Background: an optimization exercise with open tools, aiming at a short achievable clock period and few clock cycles per item. Do not read the settings as production practice. Where RTL was checked, it was by simulation tests only, not by an equivalence proof against the original.

Setup of P:
// multDivUnit
module multDivUnit (
  input  logic        clk,
  input  logic        reset,
  input  logic [2:0]  reqOp,
  input  logic [31:0] reqLOp,
  input  logic [31:0] reqROp,
  input  logic        reqValid,
  output logic        reqCredit,
  output logic [31:0] respResult,
  output logic        respDivByZero,
  output logic        respDivOverflow,
  output logic        respValid,
  input  logic        respCredit
);
  localparam int RB  = 4;              
  localparam int NM  = (1 << RB) - 1;  
  localparam int MW  = 32 + RB;        
  localparam logic [1:0] sIdle  = 2'd0;
  localparam logic [1:0] sDivIt = 2'd1;
  localparam logic [1:0] sOut   = 2'd2;
  localparam logic [1:0] sMul   = 2'd3;
  localparam logic [1:0] oMul  = 2'd0;
  localparam logic [1:0] oFast = 2'd1;
  localparam logic [1:0] oDiv  = 2'd2;
  logic [31:0] L;
  logic [31:0] R;
  assign L = reqLOp;
  assign R = reqROp;
  logic        dSigned;
  logic        negL;
  logic        negR;
  logic [31:0] tL;
  logic [31:0] tR;
  logic [31:0] magL0;
  logic [31:0] magR0;
  logic        dbz0;
  logic        ovf0;
  logic        less0;
  logic        fast0;
  logic [31:0] fastRes0;
  assign dSigned = reqOp[2] && !reqOp[0];
  assign negL    = dSigned && L[31];
  assign negR    = dSigned && R[31];
  assign tL      = L ^ {32{negL}};
  assign tR      = R ^ {32{negR}};
  assign magL0   = tL + {31'd0, negL};
  assign magR0   = tR + {31'd0, negR};
  assign dbz0    = (L == 32'd0);
  assign ovf0    = dSigned && (L == 32'hffff_ffff) && (R == 32'h8000_0000);
  logic [33:0] sR;
  logic [33:0] sL;
  logic [33:0] aRmL;
  logic [33:0] aLmR;
  logic [33:0] aRpL;
  logic [33:0] aNRNL;
  assign sR    = {{2{negR}}, R};
  assign sL    = {{2{negL}}, L};
  ...
Size: ~110 I/O pins, ~120,000 sq um of cells after synthesis.
make LEC_CHECK=0 CAP_MARGIN=20 CORE_MARGIN=2 CORE_UTILIZATION=30 SETUP_SLACK_MARGIN=1.3 SLEW_MARGIN=20 finish   # period 6.0 ns
run.sh (not shown) runs the stock make flow with config.mk's settings and CLKGATE_MAP_FILE= SYNTH_SCRIPT=/design/flow/synth_recipe.tcl, a recipe that flattens the netlist after the stock synthesis.
P went all the way through synthesis, placement and routing and the layout is clean on timing, DRC and antenna.
diff inputs: P => R
--- a/flow/design.v
+++ b/flow/design.v
@@ -51,21 +51,23 @@
   output logic        respDivOverflow,
   output logic        respValid,
   input  logic        respCredit
 );
   localparam int RB  = 4;              
   localparam int NM  = (1 << RB) - 1;  
   localparam int MW  = 32 + RB;        
-  localparam logic [1:0] sIdle  = 2'd0;
-  localparam logic [1:0] sDivIt = 2'd1;
-  localparam logic [1:0] sOut   = 2'd2;
-  localparam logic [1:0] sMul   = 2'd3;
+  localparam logic [2:0] sIdle  = 3'd0;
+  localparam logic [2:0] sDivIt = 3'd1;
+  localparam logic [2:0] sOut   = 3'd2;
+  localparam logic [2:0] sMul   = 3'd3;
+  localparam logic [2:0] sPow   = 3'd4;
   localparam logic [1:0] oMul  = 2'd0;
   localparam logic [1:0] oFast = 2'd1;
   localparam logic [1:0] oDiv  = 2'd2;
+  localparam logic [1:0] oPow  = 2'd3;
   logic [31:0] L;
   logic [31:0] R;
   assign L = reqLOp;
   assign R = reqROp;
   logic        dSigned;
   logic        negL;
   logic        negR;
@@ -83,14 +85,36 @@
   assign negR    = dSigned && R[31];
   assign tL      = L ^ {32{negL}};
   assign tR      = R ^ {32{negR}};
   assign magL0   = tL + {31'd0, negL};
   assign magR0   = tR + {31'd0, negR};
   assign dbz0    = (L == 32'd0);
   assign ovf0    = dSigned && (L == 32'hffff_ffff) && (R == 32'h8000_0000);
+  logic [32:0] low;
+  logic        multi;
+  logic        contig;
+  logic        pow0;
+  logic [31:0] kOne;
+  logic [4:0]  kBin0;
+  logic [31:0] mask0;
+  always_comb begin
+    low[0] = 1'b0;
+    for (int i = 1; i <= 32; i++) low[i] = low[i-1] || L[i-1];
+    multi  = 1'b0;
+    contig = 1'b1;
+    for (int i = 0; i < 32; i++) begin
+      kOne[i]  = L[i] && !low[i];
+      mask0[i] = !low[i+1];
+      multi    = multi || (L[i] && low[i]);
+    end
+    for (int i = 0; i < 31; i++) contig = contig && !(L[i] && !L[i+1]);
+    kBin0 = '0;
+    for (int i = 0; i < 32; i++) kBin0 = kBin0 | (kOne[i] ? 5'(i) : 5'd0);
+  end
+  assign pow0 = negL ? contig : (low[32] && !multi);
   logic [33:0] sR;
   logic [33:0] sL;
   logic [33:0] aRmL;
   logic [33:0] aLmR;
   logic [33:0] aRpL;
   logic [33:0] aNRNL;
   assign sR    = {{2{negR}}, R};
@@ -253,15 +277,15 @@
     assign t4[2*k]   = t3[3*k] ^ t3[3*k+1] ^ t3[3*k+2];
     assign t4[2*k+1] = ((t3[3*k] & t3[3*k+1]) | (t3[3*k] & t3[3*k+2]) |
                         (t3[3*k+1] & t3[3*k+2])) << 1;
   end
   assign t5[0] = t4[0] ^ t4[1] ^ t4[2];
   assign t5[1] = ((t4[0] & t4[1]) | (t4[0] & t4[2]) | (t4[1] & t4[2])) << 1;
   assign t5[2] = t4[3];
-  logic [1:0] state;
+  logic [2:0] state;
   logic [1:0] outSel;
   logic [1:0] respCredits;
   logic       creditHeld;
   logic       accept;
   logic [8:1] itCnt;
   assign accept    = (state == sIdle) && reqValid;
   assign respValid = (state == sOut) && (respCredits != 2'd0);
@@ -275,34 +299,42 @@
       reqCredit <= respValid ||
                    ((state == sIdle) && !creditHeld && !reqCredit);
       if (reqCredit) creditHeld <= 1'b1;
       else if (accept) creditHeld <= 1'b0;
       if (respCredit && !respValid) respCredits <= respCredits + 2'd1;
       else if (!respCredit && respValid) respCredits <= respCredits - 2'd1;
       case (state)
-        sIdle:   if (reqValid) state <= !reqOp[2] ? sMul : (fast0 ? sOut : sDivIt);
+        sIdle:   if (reqValid) state <= !reqOp[2] ? sMul :
+                                        fast0 ? sOut : pow0 ? sPow : sDivIt;
+        sPow:    state <= sOut;
         sMul:    state <= sOut;
         sDivIt:  if (!itCnt[2]) state <= sOut;
         sOut:    if (respValid) state <= sIdle;
         default: state <= sIdle;
       endcase
     end
   end
   logic [1:0]          opR;
+  logic [31:0]         magR;
+  logic [4:0]          kBin;
+  logic [31:0]         mask;
   logic                negQR;
   logic                negRemR;
   logic                dbzR;
   logic                ovfR;
   logic [31:0]         fastRes;
   logic [2:0][63:0]    prodRows;
   logic [NM:1][MW-1:0] mult;
   always_ff @(posedge clk) begin
     if (accept) begin
       opR      <= reqOp[1:0];
-      outSel   <= !reqOp[2] ? oMul : (fast0 ? oFast : oDiv);
+      outSel   <= !reqOp[2] ? oMul : fast0 ? oFast : pow0 ? oPow : oDiv;
+      magR     <= magR0;
+      kBin     <= kBin0;
+      mask     <= mask0;
       negQR    <= negL ^ negR;
       negRemR  <= negR;
       dbzR     <= reqOp[2] && dbz0;
       ovfR     <= reqOp[2] && ovf0;
       fastRes  <= fastRes0;
       prodRows <= t5;
       mult     <= mult0;
@@ -377,18 +409,31 @@
   always_ff @(posedge clk) begin
     if (state == sMul) mulRes <= (opR == 2'd0) ? product[31:0] : product[63:32];
   end
   always_comb begin
     if (opR[1]) divRes = negRemR ? ~prmReg : prReg;
     else        divRes = negQR ? ~qmReg : qReg;
   end
+  logic [31:0] powQ;
+  logic [31:0] powR;
+  logic [31:0] qMag;
+  logic [31:0] rMag;
+  assign qMag = magR >> kBin;
+  assign rMag = magR & mask;
+  always_ff @(posedge clk) begin
+    if (state == sPow) begin
+      powQ <= negQR ? -qMag : qMag;
+      powR <= negRemR ? -rMag : rMag;
+    end
+  end
   always_comb begin
     case (outSel)
       oMul:    respResult = mulRes;
       oFast:   respResult = fastRes;
+      oPow:    respResult = opR[1] ? powR : powQ;
       default: respResult = divRes;
     endcase
   end
   assign respDivByZero   = dbzR;
   assign respDivOverflow = ovfR;
 endmodule
 `default_nettype wire
## What came out
Every stage of R finished as expected; the final checks, on the other hand, flagged max-capacitance violations, which means the layout fails.
Compared with P, R shows a higher total routed wirelength.
R reports its slowest library cell on the worst path as sky130_fd_sc_hd__a2111o_1 while P reports sky130_fd_sc_hd__fa_2.
Clock-pin slew on the worst setup and hold paths essentially unchanged between P and R.
Compared to P, R has worst hold slack 7.4 ps higher.
Post-detailed-route via-to-cell ratio: R < P
Testbench counts of R, summed over its fixed seeds: cycles 13,513, ops 3,200.
Function not checked in P: the RTL went through the layout flow alone.

---

## TR
Another version of the RTL of multDivUnit (not shown whole).
For scale: about 18000 cells after synthesis, roughly 1000 flip-flops, ~110 I/O pins.
Settings: LEC_CHECK=0, CAP_MARGIN=40, CORE_MARGIN=2, CORE_UTILIZATION=30, SETUP_SLACK_MARGIN=2.0, SLEW_MARGIN=30; clock period 6.0 ns.
The flow did not stop early for TR: all stages ran, and the layout cleared the timing, design-rule and antenna checks.
Testbench counts of TR, summed over its fixed seeds: cycles 12,776, ops 3,200.
## Diff of input files: MS against TR
--- a/flow/design.v
+++ b/flow/design.v
@@ -111,16 +111,14 @@
       multi    = multi || (L[i] && low[i]);
     end
     for (int i = 0; i < 31; i++) contig = contig && !(L[i] && !L[i+1]);
     kBin0 = '0;
     for (int i = 0; i < 32; i++) kBin0 = kBin0 | (kOne[i] ? 5'(i) : 5'd0);
   end
   assign pow0 = negL ? contig : (low[32] && !multi);
-  logic        powNow0;
-  assign powNow0 = !negR && (reqOp[1] || !negL);
   logic [33:0] sR;
   logic [33:0] sL;
   logic [33:0] aRmL;
   logic [33:0] aLmR;
   logic [33:0] aRpL;
   logic [33:0] aNRNL;
   assign sR    = {{2{negR}}, R};
@@ -333,16 +331,15 @@
                    ((state == sIdle) && !creditHeld && !reqCredit);
       if (reqCredit) creditHeld <= 1'b1;
       else if (accept) creditHeld <= 1'b0;
       if (respCredit && !respValid) respCredits <= respCredits + 2'd1;
       else if (!respCredit && respValid) respCredits <= respCredits - 2'd1;
       case (state)
         sIdle:   if (reqValid) state <= !reqOp[2] ? (smallMul0 ? sOut : sMul) :
-                                        fast0 ? sOut : pow0 ? (powNow0 ? sOut : sPow) :
-                                        sDivIt;
+                                        fast0 ? sOut : pow0 ? sPow : sDivIt;
         sPow:    state <= sOut;
         sMul:    state <= sOut;
         sDivIt:  if (!itCnt[2]) state <= (opR[1] && negRemR) ? sNeg : sOut;
         sNeg:    state <= sOut;
         sOut:    if (respValid) state <= sIdle;
         default: state <= sIdle;
       endcase
@@ -458,18 +455,15 @@
   logic [31:0] powQ;
   logic [31:0] powR;
   logic [31:0] qMag;
   logic [31:0] rMag;
   assign qMag = magR >> kBin;
   assign rMag = magR & mask;
   always_ff @(posedge clk) begin
-    if (accept) begin
-      powQ <= R >> kBin0;
-      powR <= R & mask0;
-    end else if (state == sPow) begin
+    if (state == sPow) begin
       powQ <= negQR ? -qMag : qMag;
       powR <= negRemR ? -rMag : rMag;
     end
   end
   logic [15:0] pg1, pp1, pg2, pp2, pg3, pp3;
   logic [15:0] blkC;
   logic [63:0] sProd;
Findings:
Status: share of the synthesized netlist area taken by xor and xnor gates parity (TR, MS). | post-synthesis cell type count | MS vs TR | 14 higher |. Final cell area: MS below TR. The worst setup margin of MS was superior to that of TR. MS vs TR: number of multi-input combinational cells down slightly.
Testbench counts of MS, summed over its fixed seeds: cycles 12,850, ops 3,200.

-- separate check: timing with driven ports --
No port has a modelled driver above. Below, the same layouts with a new extraction and two added sets of constraints.
Step 1, drivers: a clkbuf_16 drives clk and a buf_2 each remaining input, both assumed.
Step 2 moves the port delays by t, midway between the first and last clock arrival at a register: inputs arrive t later, outputs are due t later. That takes back most of the time a late clock gives input paths.
Slacks: ideal / step 1 / step 2; pairs: ideal / step 1.
run	t, ns	setup WS [ns]	hold WS [ns]	latest minus earliest clock arrival (ns)
P	1.015	0.670 / 0.711 / -0.274	0.452 / 0.452 / 0.452	0.120 / 0.120
R	0.884	0.516 / 0.596 / -0.289	0.459 / 0.459 / 0.459	0.114 / 0.115
TR	1.012	0.802 / 0.508 / -0.505	0.470 / 0.470 / 0.470	0.081 / 0.081
MS	0.982	0.901 / 0.680 / -0.302	0.448 / 0.448 / 0.448	0.078 / 0.078
The setup slack of TR, which loses most, moves by -0.294 ns with the drivers and by -1.307 ns with both steps.
